This is an optimization exercise on Yosys and OpenROAD, whose aim is small area, not a production implementation. In this exercise RTL edits were held to simulation tests only and were not proved equivalent to the original. The clock port is modelled as an ideal driver; clocking choices that lean on that would not hold on a real chip. No activity file was given, so power comes from the tool's default toggle rates.

==> flow/design.v <==
module ho2mx_rx_sel2 #(
    parameter int W = 1
) (
    input  logic [W-1:0] a,
    input  logic         sa,
    input  logic [W-1:0] b,
    input  logic         sb,
    output logic [W-1:0] y
);
    assign y = ({W{sa}} & a) | ({W{sb}} & b);
endmodule
module ho2mx_rx_skid #(
    parameter int DATA_W = 512,
    parameter int USER_W = 10,
    parameter int CNT_W  = 32
) (
    input  logic                clk,
    input  logic                rst,
    input  logic                enq,
    input  logic [DATA_W-1:0]   in_data,
    input  logic [DATA_W/8-1:0] in_keep,
    input  logic                in_last,
    input  logic [USER_W-1:0]   in_user,
    output logic                full,
    output logic                out_valid,
    input  logic                out_ready,
    output logic [DATA_W-1:0]   out_data,
    output logic [DATA_W/8-1:0] out_keep,
    output logic                out_last,
    output logic [USER_W-1:0]   out_user,
    output logic [CNT_W-1:0]    pkt_cnt
);
    localparam int KEEP_W = DATA_W / 8;
    localparam int ENT_W  = DATA_W + KEEP_W + 1 + USER_W;
    logic [ENT_W-1:0] ent0_q, ent1_q, in_ent_s;
    logic             v0_q, v1_q;    
    logic             nf_q;          
    logic [CNT_W-1:0] pkt_cnt_q;
    logic             deq_s, take0_s, hold0_s, ld1_s, hold1_s;
    assign in_ent_s = {in_last, in_user, in_keep, in_data};
    assign deq_s    = v0_q && out_ready;
    assign hold0_s  = v0_q && !out_ready;
    assign take0_s  = !v0_q || out_ready;
    assign hold1_s  = v1_q;
    assign ld1_s    = nf_q;
    logic [ENT_W-1:0] ent0_d, ent1_d;
    ho2mx_rx_sel2 #(.W(ENT_W)) u_sel1 (
        .a(in_ent_s), .sa(ld1_s), .b(ent1_q), .sb(hold1_s), .y(ent1_d)
    );
    ho2mx_rx_sel2 #(.W(ENT_W)) u_sel0 (
        .a(ent1_d), .sa(take0_s), .b(ent0_q), .sb(hold0_s), .y(ent0_d)
    );
    always_ff @(posedge clk) begin
        ent0_q <= ent0_d;
        ent1_q <= ent1_d;
    end
    always_ff @(posedge clk or posedge rst) begin
        if (rst) begin
            v0_q      <= 1'b0;
            v1_q      <= 1'b0;
            nf_q      <= 1'b1;
            pkt_cnt_q <= {CNT_W{1'b0}};
        end else begin
            v0_q <= enq || v1_q || (v0_q && !out_ready);
            v1_q <= v0_q && (v1_q ? !out_ready : (enq && !out_ready));
            nf_q <= !(v0_q && (v1_q ? !out_ready : (enq && !out_ready)));
            if (deq_s && ent0_q[ENT_W-1]) begin
                pkt_cnt_q <= pkt_cnt_q + {{(CNT_W-1){1'b0}}, 1'b1};
            end
        end
    end
    assign full      = v1_q;
    assign out_valid = v0_q;
    assign out_data  = ent0_q[DATA_W-1:0];
    assign out_keep  = ent0_q[DATA_W +: KEEP_W];
    assign out_user  = ent0_q[DATA_W+KEEP_W +: USER_W];
    assign out_last  = ent0_q[ENT_W-1];
    assign pkt_cnt   = pkt_cnt_q;
endmodule
module ho2mx_rx_splitter #(
    parameter int DATA_W = 512,
    parameter int USER_W = 10,
    parameter int CNT_W  = 32
) (
    input  logic                  clk,
    input  logic                  rst,
    input  logic                  in_tvalid,
    output logic                  in_tready,
    input  logic [DATA_W-1:0]     in_tdata,
    input  logic [DATA_W/8-1:0]   in_tkeep,
    input  logic                  in_tlast,
    input  logic [USER_W-1:0]     in_tuser_vendor,
    output logic                  req_tvalid,
    input  logic                  req_tready,
    output logic [DATA_W-1:0]     req_tdata,
    output logic [DATA_W/8-1:0]   req_tkeep,
    output logic                  req_tlast,
    output logic [USER_W-1:0]     req_tuser_vendor,
    output logic                  cpl_tvalid,
    input  logic                  cpl_tready,
    output logic [DATA_W-1:0]     cpl_tdata,
    output logic [DATA_W/8-1:0]   cpl_tkeep,
    output logic                  cpl_tlast,
    output logic [USER_W-1:0]     cpl_tuser_vendor,
    output logic [CNT_W-1:0]      req_pkt_cnt,
    output logic [CNT_W-1:0]      cpl_pkt_cnt
);
    logic sop_q, route_q;
    logic eff_req_s, accept_s, enq_req_s, enq_cpl_s, req_full_s, cpl_full_s;
    assign eff_req_s = sop_q ? (in_tdata[28:24] == 5'b00000) : route_q;
    assign in_tready = !rst && (eff_req_s ? !req_full_s : !cpl_full_s);
    assign accept_s  = in_tvalid && in_tready;
    assign enq_req_s = accept_s && eff_req_s;
    assign enq_cpl_s = accept_s && !eff_req_s;
    always_ff @(posedge clk or posedge rst) begin
        if (rst) begin
            sop_q   <= 1'b1;
            route_q <= 1'b0;
        end else if (accept_s) begin
            sop_q   <= in_tlast;
            route_q <= eff_req_s;
        end
    end
    ho2mx_rx_skid #(.DATA_W(DATA_W), .USER_W(USER_W), .CNT_W(CNT_W)) u_req_skid (
        .clk       (clk),
        .rst       (rst),
        .enq       (enq_req_s),
        .in_data   (in_tdata),
        .in_keep   (in_tkeep),
        .in_last   (in_tlast),
        .in_user   (in_tuser_vendor),
        .full      (req_full_s),
        .out_valid (req_tvalid),
        .out_ready (req_tready),
        .out_data  (req_tdata),
        .out_keep  (req_tkeep),
        .out_last  (req_tlast),
        .out_user  (req_tuser_vendor),
        .pkt_cnt   (req_pkt_cnt)
    );
    ho2mx_rx_skid #(.DATA_W(DATA_W), .USER_W(USER_W), .CNT_W(CNT_W)) u_cpl_skid (
        .clk       (clk),
        .rst       (rst),
        .enq       (enq_cpl_s),
        .in_data   (in_tdata),
        .in_keep   (in_tkeep),
        .in_last   (in_tlast),
        .in_user   (in_tuser_vendor),
        .full      (cpl_full_s),
        .out_valid (cpl_tvalid),
        .out_ready (cpl_tready),
        .out_data  (cpl_tdata),
        .out_keep  (cpl_tkeep),
        .out_last  (cpl_tlast),
        .out_user  (cpl_tuser_vendor),
        .pkt_cnt   (cpl_pkt_cnt)
    );
endmodule
==> flow/flow/run.sh <==
#!/bin/bash
# ORFS layout as standard.sh runs it, with three changes:
#  - synthesis maps logic with an area-oriented ABC script (flow/synth.tcl, flow/area.abc);
#  - ports get sky130_fd_sc_hd__buf_1 buffers;
#  - the clock tree uses clkbuf_8 above clusters of at most 10 registers, each driven by a
#    clkbuf_4, and no dummy loads.
set -euo pipefail
HERE=$(pwd)
export AREA_ABC_SCRIPT=$HERE/flow/area.abc
export BUFFER_PORTS_ARGS="-buffer_cell sky130_fd_sc_hd__buf_1"
export CTS_ARGS="-sink_clustering_enable -repair_clock_nets -dont_use_dummy_load -buf_list {sky130_fd_sc_hd__clkbuf_8} -sink_clustering_buffer sky130_fd_sc_hd__clkbuf_4 -sink_clustering_size 10 -sink_clustering_max_diameter 40"
sed "s#SYNTH_SCRIPT=[^ ]*#SYNTH_SCRIPT=$HERE/flow/synth.tcl#" standard.sh > own_standard.sh
grep -q "SYNTH_SCRIPT=$HERE/flow/synth.tcl" own_standard.sh
bash own_standard.sh > make.log 2>&1
==> flow/flow/area.abc <==
&get -n
&st
&dch
&nf -R 1000
&put
==> flow/flow/synth.tcl <==
# synth_recipe.tcl (the standard synthesis), with ABC's mapping script swapped for an
# area-oriented one (flow/area.abc). Everything else, including the flip-flop mapping, is unchanged.
proc synth {args} { yosys synth -nofsm -noshare {*}$args }
proc use_area_abc {n1 n2 op} {
  upvar #0 abc_args a
  set i [lsearch -exact $a -script]
  if { $i >= 0 && [lindex $a [expr {$i + 1}]] ne $::env(AREA_ABC_SCRIPT) } {
    lset a [expr {$i + 1}] $::env(AREA_ABC_SCRIPT)
  }
}
trace add variable ::abc_args write use_area_abc
source $::env(SCRIPTS_DIR)/synth.tcl
# left out here: clear keep_hierarchy, flatten, clean up, hide names made inside functions, write 1_2_yosys.v
==> flow/standard.sh <==
#!/bin/bash
# synth_recipe.tcl (not shown) runs the flow's synth.tcl, then flattens the netlist and writes it again
# the make line also repeats each setting of config.mk as NAME=value (left out here)
make -C /OpenROAD-flow-scripts/flow DESIGN_CONFIG=/design/flow/config.mk WORK_HOME=/design/flow/orfs CLKGATE_MAP_FILE= SYNTH_SCRIPT=/design/flow/synth_recipe.tcl "${@:-finish}"
==> flow/config.mk <==
export PLATFORM = sky130hd
export DESIGN_NAME = ho2mx_rx_splitter
export DESIGN_NICKNAME = ho2mx_rx_splitter
export VERILOG_FILES = /design/flow/design.v
export SDC_FILE = /design/flow/constraint.sdc
export NUM_CORES = 4
export LEC_CHECK = 0
export CAP_MARGIN = 20
export CORE_AREA = 5 5 675 675
export DIE_AREA = 0 0 680 680
export SLEW_MARGIN = 20
export SYNTH_HIERARCHICAL = 1
export SYNTH_MINIMUM_KEEP_SIZE = 0
==> flow/constraint.sdc <==
create_clock -name core_clock -period 5.0 [get_ports {clk}]
set_input_delay 1.0000 -clock core_clock [delete_from_list [all_inputs] [get_ports {clk}]]
set_output_delay 1.0000 -clock core_clock [all_outputs]
set_load 0.01 [all_outputs]
==> results of run 1 <==
[cell families (layout without fill, tap and decap cells)]
group	Yosys count	count (layout)
compound gates	2352	2352
xor+xnor	62	62
fa+ha+maj	2	2
buf+inv	8	2324
flops	2420	2420
mux	2	2
other cells	0	22
simple gates	167	167
[final timing paths]
path / from / to / slack [ps] / depth (start not counted)
setup reg to reg: u_req_skid.v0_q / u_req_skid.ent0_q[543] / 2010 / 4
hold / removal: in_tdata[144] / u_cpl_skid.ent1_q[144] / 220 / 2
hold reg to reg: u_req_skid.ent0_q[24] / u_req_skid.ent0_q[24] / 460 / 1
max in group asynchronous: rst / u_req_skid.pkt_cnt_q[16] / 3630 / 4
setup / recovery: u_req_skid.v1_q / in_tready / 1310 / 4
min in group asynchronous: rst / u_cpl_skid.v0_q / 560 / 3
[cells in the final DEF (no fill, tap or decap), types with 4 or more instances in the layout]
cell / netlist / final
nand4_1: 32 / 32
xnor2_1: 34 / 34
nor3_1: 12 / 12
a22o_1: 2348 / 2348
clkinv_1: 8 / 6
clkbuf_8: 0 / 37
xor2_1: 28 / 28
dfrtp_1: 69 / 67
and3_1: 5 / 5
dlygate4sd3_1: 0 / 10
buf_1: 0 / 1807
buf_4: 0 / 113
nor4_1: 4 / 4
dfxtp_1: 2348 / 2348
buf_12: 0 / 34
clkbuf_4: 0 / 310
nor2_1: 37 / 37
diode_2: 0 / 22
nand2_1: 42 / 42
nand3_1: 20 / 20
[power by group through the flow]
stage / logic, mW / registers (mW) / clock network [mW]
floorplan: 2.68 / 23.3 / 0
global placement: 7.23 / 22.8 / 0
detailed placement: 7.24 / 22.8 / 0
CTS: 7.28 / 22.4 / 10.7
global route: 7.56 / 22.6 / 11.4
finish: 7.15 / 22.4 / 10.3
[worst max-delay path, delay by kind of cell (launching register included)]
kind	cells	cell delay, ps
buffers and inverters	2	380
flip-flops	1	980
AO/OA/AOI/OAI	2	320
[sequential cells by signal, summed over array words and instances (netlist names)]
| register | count |
|---|---|
| u_cpl_skid.nf_q | 1 |
| u_cpl_skid.ent0_q | 587 |
| u_req_skid.ent0_q | 587 |
| u_cpl_skid.v0_q | 1 |
| u_cpl_skid.v1_q | 1 |
| u_cpl_skid.pkt_cnt_q | 32 |
| u_cpl_skid.ent1_q | 587 |
| u_req_skid.nf_q | 1 |
| u_req_skid.v0_q | 1 |
| route_q | 1 |
| u_req_skid.ent1_q | 587 |
| u_req_skid.v1_q | 1 |
| sop_q | 1 |
| u_req_skid.pkt_cnt_q | 32 |
[through the flow]
stage | total power, mW | setup slack, ps | hold slack, ps
finish | 39.8 | 1310 | 225
CTS | 40.4 | 1040 | 1.57
floorplan | 26.0 | -10140 | 440
global route | 41.6 | 1060 | 90.0
detailed placement | 30.1 | 1500 | 451
global placement | 30.0 | 1350 | 450
[layout make-up]
| cell class | instances | area [sq um] | share of cell area, % |
|---|---|---|---|
| Sequential cell | 2420 | 48800 | 54.5 |
| Clock buffer | 347 | 2840 | 3.16 |
| Multi-Input combinational cell | 2585 | 22000 | 24.5 |
| Timing Repair Buffer | 1969 | 8440 | 9.41 |
| Tap cell | 5952 | 7450 | 8.31 |
| Inverter | 8 | 45.0 | 0.0502 |
| Antenna cell | 22 | 55.1 | 0.0614 |
[per-layer routing]
| layer | wire (microns) | part of all wire (%) | global-route usage, % |
|---|---|---|---|
| met5 | 115 | 0.028 | 0 |
| met4 | 18700 | 4.6 | 6.58 |
| met3 | 51500 | 13 | 8.39 |
| met2 | 180000 | 44 | 25.6 |
| met1 | 154000 | 38 | 19.0 |
[synthesized netlist by cell type (2+ instances only)]
cell      count  area share, %
nand2_1      42           0.22
xor2_1       28           0.35
nand3_1      20           0.14
nor2_1       37           0.20
nand2b_1      4          0.035
clkinv_1      8          0.042
or3_1         2          0.018
nor2b_1       3          0.026
or4_1         3          0.032
nor4_1        4          0.035
o21ai_0       3          0.021
dfstp_2       3           0.11
a22o_1     2348             29
nand4_1      32           0.28
xnor2_1      34           0.42
nor3_1       12          0.085
ha_1          2          0.035
and4_1        2          0.025
dfrtp_1      69            2.4
and3_1        5          0.044
dfxtp_1    2348             66
==> flow_summary_export.csv, run 1 <==
group,metric,value,unit
status,status,"complete, no violations",
logic_synthesis,synth_edf_count,0,
power_and_ir_drop,swShare,31.7,%
logic_synthesis,synth_compound_area_share,29.1,%
floorplanning,core,448000,sq um
clock_tree,postCtsSetupBuffers,0,
clock_tree,clk_latency,1070,ps
critical_path,start_kind,"flip-flop",
placed_design,dpl.cell_count,12900,
power_and_ir_drop,p_int,27.2,mW
cells_and_area,synthToLayoutAreaGrowth,26.6,%
clock_tree,ctsResizeCount,0,
critical_path,path_cells,"clkinv_1 > o21ai_0 > a21oi_1 > buf_1",
critical_path,crit_type,"reg -> out",
placed_design,place_area,86700,sq um
cells_and_area,final_util,20.0,%
logic_synthesis,yosys.area_share.simple,1.15,%
critical_path,cp_slowest_cell,"dfrtp_4",
logic_synthesis,muxShareOfSynthArea,0.0300,%
power_and_ir_drop,leakagePower,33.8,nW
drt,drt_first_pass_iters,5,
logic_synthesis,synth_top_family_by_area,"compound AO/OA/AOI/OAI gates",
floorplanning,initial_core_util,15.8,%
critical_path,cp_max_fo,37,
global_route,grt_pass1_wl,522,mm
drt,vias,56300,
drt,drc,0,
clock_tree,cts_tree,"built",
global_route,grt_max_degree,163,
drt,avgRoutedWirePerCell,30.4,microns
power_and_ir_drop,seq_power_share,56.3,%
sta,slew_headroom,21.2,%
floorplanning,dieArea,462000,sq um
clock_tree,clock_path_buffers,4,
sta,worst_pin_slew,1190,ps
sta,setup_viol,0,
critical_path,cp_slowest_stage_delay,980,ps
sta,layout_worst_path_cycle_share,73.9,%
critical_path,critPathRequiredTime,4000,ps
clock_tree,path_clk_slew,110,ps
clock_tree,root_buffer,"clkbuf_8",
logic_synthesis,synthFlopType,"dfxtp_1",
placed_design,place.port_buffers,1832,
sta,slew_viol_final,0,
global_route,grt_overflow,0,
min_path,holdCritPathClass,"in -> reg",
global_route,antenna_found_initial,57,
sta,hold_viol,0,
logic_synthesis,yosysWarnings,8,
clock_tree,clock_tree.htree_level_count,5,
sta,timing.fmax,271,MHz
clock_tree,ctsHoldBuffers,10,
logic_synthesis,synthesis.nets,5607,
cells_and_area,stdcell_area,89700,sq um
power_and_ir_drop,switching_power,12.6,mW
placed_design,dp_hpwl,320,mm
drt,wl,404,mm
power_and_ir_drop,p_comb_share,17.9,%
critical_path,crit_path_end_kind,"primary output",
logic_synthesis,async_flop_share,2.98,%
floorplanning,ios,1833,
logic_synthesis,synthAdderAreaFrac,0.0353,%
job,maxCapViolCount,0,
logic_synthesis,syn_area,70800,sq um
sta,fin_skew,140,ps
power_and_ir_drop,vdd_drop_max,0.282,mV
cells_and_area,layout.cells.non_filler,13300,
cells_and_area,layout.nets,7925,
floorplanning,dieHeight,680,microns
power_and_ir_drop,power.share.clock,25.8,%
drt,dr.first_iter.drc_count,5089,
critical_path,crit_arrival,2690,ps
cells_and_area,n_fill_cell,49000,
logic_synthesis,synthXorXnorAreaFrac,0.767,%
sta,rsz0062_at_grt,"no",
cells_and_area,drive_above_1_share,6.93,%
floorplanning,dieWidth,680,microns
sta,tns,0,ps
logic_synthesis,synthCells,5013,
clock_tree,cts_sinks,2420,
global_route,grt.total_usage,16.4,%
sta,period_needed,3690,ps
logic_synthesis,ys_types,25,
clock_tree,cts_made_buffers,347,
floorplanning,rows,246,
logic_synthesis,yosysSeqAreaShare,68.9,%
global_route,grt_pass1_vias,54100,
drt,ant_nets,0,
drt,viasPerCell,4.24,
placed_design,gp_congestion,0.938,
logic_synthesis,syn_avg_cell_area,14.1,sq um
logic_synthesis,ys_seq_elements,2420,
power_and_ir_drop,power_density,444,nW/um^2
==> run 2: changes to the inputs <==
==> flow/flow/run.sh (replaced) <==
#!/bin/bash
set -euo pipefail
HERE=$(pwd)
export AREA_ABC_SCRIPT=$HERE/flow/area.abc
export BUFFER_PORTS_ARGS="-buffer_cell sky130_fd_sc_hd__buf_1"
export PLACE_PINS_ARGS="-min_distance 1 -min_distance_in_tracks"
sed "s#SYNTH_SCRIPT=[^ ]*#SYNTH_SCRIPT=$HERE/flow/synth.tcl#" standard.sh > own_standard.sh
grep -q "SYNTH_SCRIPT=$HERE/flow/synth.tcl" own_standard.sh

bash own_standard.sh place > make_place.log 2>&1

RES=$HERE/orfs/results/${FLOW_PLATFORM}/ho2mx_rx_splitter/base
BASE="-sink_clustering_enable -repair_clock_nets -dont_use_dummy_load"
CTS_ARGS="$BASE -buf_list {sky130_fd_sc_hd__clkbuf_8}"
BEST_AREA=""
for cand in "12 40" "11 40" "10 40" "9 40" "8 40" "8 30" "6 30"; do
  set -- $cand
  try="$BASE -buf_list {sky130_fd_sc_hd__clkbuf_8} -sink_clustering_buffer sky130_fd_sc_hd__clkbuf_4 -sink_clustering_size $1 -sink_clustering_max_diameter $2"
  log=$HERE/cts_try_${1}_${2}.log
  TRY_CTS_ARGS="$try" PLACE_ODB=$RES/3_place.odb PLACE_SDC=$RES/3_place.sdc \
    openroad -no_init -exit $HERE/flow/pick_cts.tcl > "$log" 2>&1 || continue
  read -r slew area < <(awk '/^PICK_CTS /{print $2, $3}' "$log") || continue
  [[ -n "${slew:-}" && -n "${area:-}" ]] || continue
  if awk -v s="$slew" 'BEGIN{exit !(s <= 0.105)}' &&
     { [[ -z "$BEST_AREA" ]] || awk -v a="$area" -v b="$BEST_AREA" 'BEGIN{exit !(a < b)}'; }; then
    BEST_AREA=$area
    CTS_ARGS="$try"
  fi
done
echo "chosen CTS_ARGS: $CTS_ARGS (clock buffer area ${BEST_AREA:-n/a})" > cts_choice.log
export CTS_ARGS

bash own_standard.sh finish > make.log 2>&1
==> flow/flow/pick_cts.tcl (new file) <==
# Try one clock-tree setting on the placed design and print the largest flip-flop clock-pin
# slew it gives (placement parasitics), so run.sh can pick the smallest tree that keeps a margin.
read_liberty $::env(FLOW_HOME)/platforms/sky130hd/lib/sky130_fd_sc_hd__tt_025C_1v80.lib
read_db $::env(PLACE_ODB)
read_sdc $::env(PLACE_SDC)
source $::env(FLOW_HOME)/platforms/sky130hd/setRC.tcl
clock_tree_synthesis {*}$::env(TRY_CTS_ARGS)
estimate_parasitics -placement
set_propagated_clock [all_clocks]
set mx 0
foreach p [get_pins -hierarchical */CLK] {
  set s [get_property $p slew_max]
  if { $s > $mx } { set mx $s }
}
set area 0
foreach c [get_cells -filter "ref_name =~ sky130_fd_sc_hd__clkbuf_*"] {
  set area [expr { $area + [get_property [get_lib_cells -of $c] area] }]
}
puts "PICK_CTS $mx $area"
--- a/flow/config.mk
+++ b/flow/config.mk
@@ -6,8 +6,8 @@
 export NUM_CORES = 4
 export LEC_CHECK = 0
 export CAP_MARGIN = 20
-export CORE_AREA = 5 5 675 675
-export DIE_AREA = 0 0 680 680
+export CORE_AREA = 5 5 445 445
+export DIE_AREA = 0 0 450 450
 export SLEW_MARGIN = 20
 export SYNTH_HIERARCHICAL = 1
 export SYNTH_MINIMUM_KEEP_SIZE = 0
==> run 2 against run 1 <==
Effect of this change:
- the flow now stops in global routing
- synthesized cell count is the same
- area after synthesis is the same
==> flow_summary_export.csv, run 2 <==
group,metric,value,unit
clock_tree,ctsResizeCount,0,
logic_synthesis,yosys.area.top_type,"dfxtp_1",
logic_synthesis,synthesis.nets,5607,
logic_synthesis,ys_types,25,
logic_synthesis,synthFlopType,"dfxtp_1",
placed_design,place.port_buffers,1832,
clock_tree,cts_made_buffers,377,
logic_synthesis,ys_seq_elements,2420,
logic_synthesis,synth_edf_count,0,
floorplanning,initial_core_util,36.8,%
floorplanning,dieHeight,450,microns
global_route,grt_pass1_vias,61000,
floorplanning,dieWidth,450,microns
logic_synthesis,async_flop_share,2.98,%
logic_synthesis,yosysWarnings,8,
global_route,grt_max_degree,171,
global_route,grt.total_usage,28.9,%
logic_synthesis,syn_avg_cell_area,14.1,sq um
status,status,"aborted with a tool error",
logic_synthesis,yosysTopAreaCellShare,66.4,%
placed_design,dp_hpwl,196,mm
logic_synthesis,ys_top_cells_by_area,"dfxtp_1, a22o_1, dfrtp_1",
placed_design,gp_congestion,0.958,
logic_synthesis,synthCells,5013,
clock_tree,cts_sinks,2420,
clock_tree,ctsHoldBuffers,1,
logic_synthesis,synthXorXnorAreaFrac,0.767,%
floorplanning,ios,1833,
clock_tree,postCtsSetupBuffers,0,
global_route,grt_pass1_wl,436,mm
logic_synthesis,synth_common_cells,"a22o_1, dfxtp_1, dfrtp_1",
logic_synthesis,synth_compound_area_share,29.1,%
floorplanning,rows,161,
logic_synthesis,synth_top_family_by_area,"compound AO/OA/AOI/OAI gates",
status,stop_stage,"global routing",
logic_synthesis,muxShareOfSynthArea,0.0300,%
logic_synthesis,yosys.area_share.simple,1.15,%
global_route,grt_overflow,1,
status,stop_error,"[ERROR GRT-0116] Global routing finished with congestion. Check the congestion regions in the DRC Viewer.",
logic_synthesis,synthAdderAreaFrac,0.0353,%
logic_synthesis,syn_area,70800,sq um
logic_synthesis,yosysSeqAreaShare,68.9,%
## run 2: cell counts after synthesis
No cell type changed its count.
## run 2: routing by layer
| metal | track usage [%] | overflow |
|---|---|---|
| met5 | 1.52 | 0 |
| met4 | 24.8 | 0 |
| met3 | 14.2 | 0 |
| met2 | 40.7 | 1 |
| met1 | 32.3 | 0 |
## run 2: power by group through the flow
stage	clock, mW	sequential [mW]	combinational (mW)
CTS	10.7	22.4	6.12
detailed placement	0	22.8	6.09
global placement	0	22.7	6.04
floorplan	0	23.3	2.68
## run 2: how the worst min path moves through the flow
stage	slack, ps	end	startpoint	cells past startpoint
after floorplan	440	u_cpl_skid.ent1_q[0]	u_cpl_skid.ent1_q[0]	1
after global placement	450	u_cpl_skid.ent0_q[225]	u_cpl_skid.ent0_q[225]	1
after detailed placement	450	u_req_skid.ent0_q[513]	u_req_skid.ent0_q[513]	1
after CTS	90	u_req_skid.ent1_q[45]	in_tdata[45]	2
## run 2: kinds of logic after synthesis
group	Yosys count
flip-flops	2420
AO/OA/AOI/OAI	2352
AND/OR/NAND/NOR	167
XOR/XNOR	62
buffers and inverters	8
multiplexers	2
adder cells (fa/ha/maj)	2
## run 2: metrics by stage
stage | cell area (sq um) | cells | worst slack (ps) | hold slack [ps] | utilization [%]
global placement | 81900 | 9447 | 1570 | 450 | 42.5
CTS | 85100 | 9825 | 1130 | 90.9 | 44.2
detailed placement | 81900 | 9447 | 1640 | 450 | 42.5
floorplan | 70800 | 5013 | -10140 | 440 | -
==> run 3: changes to the inputs <==
--- a/flow/flow/run.sh
+++ b/flow/flow/run.sh
@@ -3,7 +3,6 @@
 HERE=$(pwd)
 export AREA_ABC_SCRIPT=$HERE/flow/area.abc
 export BUFFER_PORTS_ARGS="-buffer_cell sky130_fd_sc_hd__buf_1"
-export PLACE_PINS_ARGS="-min_distance 1 -min_distance_in_tracks"
 sed "s#SYNTH_SCRIPT=[^ ]*#SYNTH_SCRIPT=$HERE/flow/synth.tcl#" standard.sh > own_standard.sh
 grep -q "SYNTH_SCRIPT=$HERE/flow/synth.tcl" own_standard.sh
 
--- a/flow/config.mk
+++ b/flow/config.mk
@@ -6,8 +6,8 @@
 export NUM_CORES = 4
 export LEC_CHECK = 0
 export CAP_MARGIN = 20
-export CORE_AREA = 5 5 445 445
-export DIE_AREA = 0 0 450 450
+export CORE_AREA = 5 5 675 675
+export DIE_AREA = 0 0 680 680
 export SLEW_MARGIN = 20
 export SYNTH_HIERARCHICAL = 1
 export SYNTH_MINIMUM_KEEP_SIZE = 0
==> run 3 against run 2 <==
Effect of this change:
- the run now finishes clean
- synthesized cell count unchanged
- area after synthesis unchanged
==> flow_summary_export.csv, run 3 <==
group,metric,value,unit
cells_and_area,n_fill_cell,49000,
power_and_ir_drop,vdd_drop_max,0.235,mV
sta,fin_skew,141,ps
logic_synthesis,async_flop_share,2.98,%
clock_tree,clk_latency,1070,ps
floorplanning,ios,1833,
sta,rsz0062_at_grt,"no",
drt,viasPerCell,4.24,
placed_design,place.port_buffers,1832,
sta,layout_worst_path_cycle_share,74.4,%
power_and_ir_drop,leakagePower,33.9,nW
sta,hold_viol,0,
sta,period_needed,3720,ps
drt,vias,56400,
sta,slew_viol_final,0,
clock_tree,cts_made_buffers,363,
critical_path,cp_max_fo,37,
drt,avgRoutedWirePerCell,30.4,microns
clock_tree,cts_sinks,2420,
logic_synthesis,synthCells,5013,
placed_design,place_area,86700,sq um
logic_synthesis,yosysTopAreaCellShare,66.4,%
placed_design,gp_congestion,0.938,
global_route,antenna_found_initial,56,
global_route,grt_pass1_vias,54400,
sta,tns,0,ps
logic_synthesis,ys_top_cells_by_area,"dfxtp_1, a22o_1, dfrtp_1",
logic_synthesis,yosysSeqAreaShare,68.9,%
critical_path,crit_path_end_kind,"primary output",
min_path,holdCritPathClass,"in -> reg",
logic_synthesis,synth_common_cells,"a22o_1, dfxtp_1, dfrtp_1",
logic_synthesis,synthFlopType,"dfxtp_1",
drt,drt_first_pass_iters,5,
logic_synthesis,ys_types,25,
logic_synthesis,synthesis.nets,5607,
floorplanning,core,448000,sq um
floorplanning,dieArea,462000,sq um
sta,timing.fmax,269,MHz
sta,worst_pin_slew,1170,ps
cells_and_area,layout.nets,7943,
critical_path,crit_type,"reg -> out",
critical_path,critPathRequiredTime,4000,ps
logic_synthesis,yosysWarnings,8,
drt,ant_nets,0,
sta,setup_viol,0,
critical_path,start_kind,"flip-flop",
cells_and_area,stdcell_area,89800,sq um
floorplanning,initial_core_util,15.8,%
logic_synthesis,synth_edf_count,0,
sta,slew_headroom,22.4,%
global_route,grt_overflow,0,
job,maxCapViolCount,0,
floorplanning,rows,246,
logic_synthesis,syn_area,70800,sq um
floorplanning,dieHeight,680,microns
placed_design,dpl.cell_count,12900,
cells_and_area,synthToLayoutAreaGrowth,26.8,%
placed_design,dp_hpwl,320,mm
drt,drc,0,
global_route,grt.total_usage,16.4,%
clock_tree,cts_tree,"built",
cells_and_area,drive_above_1_share,7.13,%
logic_synthesis,ys_seq_elements,2420,
global_route,grt_max_degree,163,
status,status,"complete, no violations",
cells_and_area,layout.cells.non_filler,13300,
power_and_ir_drop,power_density,446,nW/um^2
drt,wl,405,mm
logic_synthesis,syn_avg_cell_area,14.1,sq um
clock_tree,ctsResizeCount,0,
global_route,grt_pass1_wl,523,mm
clock_tree,path_clk_slew,100,ps
critical_path,crit_arrival,2720,ps
drt,dr.first_iter.drc_count,5152,
logic_synthesis,yosys.area.top_type,"dfxtp_1",
cells_and_area,layout_common_cells,"a22o_1, dfxtp_1, buf_1",
floorplanning,dieWidth,680,microns
## run 3: kinds of logic after synthesis
family          count (synthesis)  share of synthesized area, %
xor+xnor                       62                         0.767
simple gates                  167                          1.15
compound gates               2352                          29.1
flops                        2420                          68.9
mux                             2                        0.0300
fa+ha+maj                       2                        0.0353
buf+inv                         8                        0.0424
## run 3: worst paths after layout
kind,from,end,slack (ps),cells past startpoint
worst max-delay path,u_req_skid.v1_q,in_tready,1280,4
worst min-delay path,in_tdata[255],u_req_skid.ent1_q[255],240,2
worst max register to register,u_req_skid.v0_q,u_req_skid.ent0_q[302],2030,4
worst min register to register,u_req_skid.ent0_q[24],u_req_skid.ent0_q[24],460,1
max in group asynchronous,rst,u_req_skid.pkt_cnt_q[16],3620,4
min in group asynchronous,rst,u_cpl_skid.v0_q,510,3
## run 3: area by class of cell
class                           instances  area [sq um]  share of cell area (%)
Sequential cell                      2420         48800                    54.4
Multi-Input combinational cell       2585         22000                    24.5
Timing Repair Buffer                 1971          8460                    9.42
Tap cell                             5952          7450                    8.29
Clock buffer                          363          2960                    3.29
Inverter                                8          45.0                  0.0502
Antenna cell                           18          45.0                  0.0502
## run 3: what timing repair did
item	in CTS	in global routing
hold endpoints to repair	52	0
hold buffers	12	0
setup buffers	0	0
## run 3: layer usage
| metal | GRT usage, % | vias to the layer above | part of all wire (%) |
|---|---|---|---|
| met4 | 7.06 | 16 | 5.0 |
| met3 | 8.88 | 650 | 13 |
| met5 | 0 | - | 0.027 |
| li1 | - | 24900 | - |
| met1 | 18.7 | 28000 | 38 |
| met2 | 25.4 | 2815 | 44 |
## run 3: critical path, stage by stage, from the launching register on
cell      delay (ps)
dfrtp_4          950
clkinv_1         170
o21ai_0          210
a21oi_1          100
buf_1            200
## run 3: power breakdown
part           switching (mW)  internal [mW]
Clock                    6.78           3.67
Sequential               1.08           21.4
Combinational            4.82           2.35
## run 3: through the flow
stage | hold WS (ps) | power (mW) | setup slack [ps] | util, %
3_3_place_gp | 450 | 30.0 | 1350 | 19.3
4_1_cts | 1.42 | 40.6 | 994 | 20.0
6_report | 238 | 40.1 | 1280 | 20.0
5_1_grt | 92.7 | 41.8 | 1030 | 20.0
3_5_place_dp | 451 | 30.1 | 1500 | 19.3
2_1_floorplan | 440 | 26.0 | -10140 | -
==> run 4: changes to the inputs <==
--- a/flow/design.v
+++ b/flow/design.v
@@ -34,7 +34,6 @@
     localparam int ENT_W  = DATA_W + KEEP_W + 1 + USER_W;
     logic [ENT_W-1:0] ent0_q, ent1_q, in_ent_s;
     logic             v0_q, v1_q;    
-    logic             nf_q;          
     logic [CNT_W-1:0] pkt_cnt_q;
     logic             deq_s, take0_s, hold0_s, ld1_s, hold1_s;
     assign in_ent_s = {in_last, in_user, in_keep, in_data};
@@ -42,7 +41,7 @@
     assign hold0_s  = v0_q && !out_ready;
     assign take0_s  = !v0_q || out_ready;
     assign hold1_s  = v1_q;
-    assign ld1_s    = nf_q;
+    assign ld1_s    = !v1_q;
     logic [ENT_W-1:0] ent0_d, ent1_d;
     ho2mx_rx_sel2 #(.W(ENT_W)) u_sel1 (
         .a(in_ent_s), .sa(ld1_s), .b(ent1_q), .sb(hold1_s), .y(ent1_d)
@@ -58,12 +57,10 @@
         if (rst) begin
             v0_q      <= 1'b0;
             v1_q      <= 1'b0;
-            nf_q      <= 1'b1;
             pkt_cnt_q <= {CNT_W{1'b0}};
         end else begin
             v0_q <= enq || v1_q || (v0_q && !out_ready);
             v1_q <= v0_q && (v1_q ? !out_ready : (enq && !out_ready));
-            nf_q <= !(v0_q && (v1_q ? !out_ready : (enq && !out_ready)));
             if (deq_s && ent0_q[ENT_W-1]) begin
                 pkt_cnt_q <= pkt_cnt_q + {{(CNT_W-1){1'b0}}, 1'b1};
             end
==> run 4 against run 3 <==
Effect of this change:
- via count shrank 0.72%
- hold slack gained 24 ps
- cell count shrank 0.24%
- clock skew grew 10 ps
- sequential power is essentially flat
- clock power is essentially flat
- highest routed layer unchanged
- largest power group unchanged
- die area is the same
- critical path depth is the same
- count of clock-buffer cells in the layout shrank 9
- critical path type unchanged
- combinational power grew 1%
- worst setup slack lost 47 ps
==> flow_summary_export.csv, run 4 <==
group,metric,value,unit
drt,vias,56000,
min_path,min_path_cells,2,
sta,worst_pin_slew,1240,ps
drt,dr.first_iter.drc_count,5115,
drt,drt_first_pass_iters,6,
global_route,antenna_found_initial,63,
sta,fin_skew,151,ps
sta,setup_viol,0,
cells_and_area,synthToLayoutAreaGrowth,26.5,%
floorplanning,core,448000,sq um
logic_synthesis,syn_area,70800,sq um
sta,slew_viol_final,0,
placed_design,dp_hpwl,317,mm
logic_synthesis,ys_types,25,
clock_tree,cts_made_buffers,354,
global_route,grt_use_met3,9.70,%
job,maxCapViolCount,0,
logic_synthesis,syn_avg_cell_area,14.1,sq um
global_route,grt_overflow,0,
sta,timing.fmax,265,MHz
floorplanning,initial_core_util,15.8,%
cells_and_area,layout_common_cells,"a22o_1, dfxtp_1, buf_1",
drt,wl,404,mm
logic_synthesis,synth_common_cells,"a22o_1, dfxtp_1, dfrtp_1",
floorplanning,dieArea,462000,sq um
cells_and_area,drive_above_1_share,6.79,%
clock_tree,path_clk_slew,100,ps
sta,slew_headroom,17.3,%
floorplanning,dieHeight,680,microns
critical_path,cp_max_fo,36,
global_route,grt_pass1_wl,521,mm
logic_synthesis,synthesis.nets,5605,
power_and_ir_drop,leakagePower,33.7,nW
global_route,grt.total_usage,16.4,%
clock_tree,cts_sinks,2418,
logic_synthesis,ys_seq_elements,2418,
sta,rsz0062_at_grt,"no",
floorplanning,ios,1833,
clock_tree,cts_tree,"built",
global_route,use_met2,25.7,%
cells_and_area,n_fill_cell,49000,
logic_synthesis,synth_edf_count,0,
sta,layout_worst_path_cycle_share,75.4,%
drt,drc,0,
critical_path,reg2regPathDepth,4,
global_route,grt_max_degree,170,
floorplanning,rows,246,
global_route,busiest_layer,"met2",
placed_design,place.port_buffers,1832,
critical_path,crit_path_end_kind,"primary output",
logic_synthesis,yosysTopAreaCellShare,66.4,%
logic_synthesis,synthFlopType,"dfxtp_1",
global_route,met1_usage,18.2,%
logic_synthesis,yosys.area.top_type,"dfxtp_1",
critical_path,crit_type,"reg -> out",
critical_path,start_kind,"flip-flop",
logic_synthesis,ys_top_cells_by_area,"dfxtp_1, a22o_1, dfrtp_1",
logic_synthesis,yosysWarnings,8,
min_path,holdCritPathClass,"in -> reg",
floorplanning,dieWidth,680,microns
logic_synthesis,synthCells,5011,
sta,hold_viol,0,
drt,viasPerCell,4.21,
logic_synthesis,yosysSeqAreaShare,68.9,%
clock_tree,clk_latency,1040,ps
critical_path,critPathRequiredTime,4000,ps
power_and_ir_drop,power_density,445,nW/um^2
drt,ant_nets,0,
cells_and_area,layout.nets,7900,
placed_design,gp_congestion,0.925,
sta,hold_ws,262,ps
power_and_ir_drop,vdd_drop_max,0.219,mV
global_route,grt_pass1_vias,53600,
logic_synthesis,async_flop_share,2.89,%
clock_tree,ctsResizeCount,0,
drt,avgRoutedWirePerCell,30.4,microns
sta,period_needed,3770,ps
sta,tns,0,ps
power_and_ir_drop,power.total,39.8,mW
status,status,"complete, no violations",
critical_path,crit_arrival,2770,ps
-- run 4: cell types whose count changed after synthesis, sizes merged --
cell	before	now
nor2	37	39
o21ai	3	1
dfstp	3	1
-- run 4: worst paths after layout --
kind	from	endpoint	slack, ps
worst min register to register	u_req_skid.ent0_q[450]	u_req_skid.ent0_q[450]	470
max in group asynchronous	rst	u_cpl_skid.pkt_cnt_q[25]	3670
worst min-delay path	in_tdata[463]	u_cpl_skid.ent1_q[463]	260
worst max register to register	u_req_skid.v1_q	u_req_skid.ent0_q[521]	1900
min in group asynchronous	rst	route_q	690
worst max-delay path	u_req_skid.v1_q	in_tready	1230
-- run 4: routing by layer --
layer,vias to the layer above,part of all wire [%]
met4,26,4.4
met2,2706,45
met1,27900,37
met3,576,14
met5,-,0.041
li1,24800,-
-- run 4: power by group --
part	leakage (nW)	total, mW	switching (mW)	internal (mW)
clock network	1.72	10.2	6.65	3.59
logic	11.2	7.24	4.89	2.35
registers	20.8	22.4	1.02	21.3
total	33.7	39.8	12.6	27.3
-- run 4: cell type report --
type | count | area (sq um) | area share, %
sequential | 2418 | 48800 | 54.5
inverter | 8 | 60.1 | 0.0671
timing repair buffer | 1939 | 8280 | 9.25
antenna | 29 | 72.6 | 0.0811
tap | 5952 | 7450 | 8.32
clock buffer | 354 | 2890 | 3.23
multi-input combinational | 2585 | 22000 | 24.6
-- run 4: per-stage QoR --
stage               instance area, sq um  util [%]  setup slack, ps  cells
CTS                                89400      20.0              912  13300
floorplan                          70800         -           -10120   5011
global route                       89500      20.0              874  13300
detailed placement                 86500      19.3             1540  12900
global placement                   86500      19.3             1460  12900
finish                             89500      20.0             1230  13300
-- run 4: timing repair --
action                    CTS  global route
hold buffers                2             0
buffers inserted            0             0
hold endpoints to repair    4             0
-- run 4: cells by family after synthesis --
kind of cell	synth area share, %
AO/OA/AOI/OAI	29.1
XOR/XNOR	0.767
adder cells (fa/ha/maj)	0.0354
buffers and inverters	0.0424
flip-flops	68.9
multiplexers	0.0301
AND/OR/NAND/NOR	1.16
-- run 4: critical path, cell delays in order (launching register included) --
cell and delay, ps:
dfrtp_4 1020, clkinv_1 190, o21ai_0 230, a21oi_1 110, buf_1 170

[afterwards: timing with drivers on the ports]
Ports are ideal in the flow. The routed layouts listed here were re-timed in OpenROAD. Step 1 sets driving cells, clkbuf_16 on the clock port and buf_2 on the other inputs (assumed; they add their load-dependent delay and slew). Step 2 times the ports against the registers' clock, not the clock port: input delays grow and output delays shrink by t, the midpoint of the rising clock arrivals with the driver on. Slacks: ideal / step 1 / step 2; pairs: ideal / step 1.
run | t, ns | setup slack, ns | pins driven straight from the clock port
run 1 | 1.115 | 1.307 / 1.209 / 1.381 | 1
run 3 | 1.096 | 1.278 / 1.181 / 1.390 | 1
run 4 | 1.067 | 1.232 / 1.134 / 1.246 | 1
After both steps setup and hold are still met in every run listed.
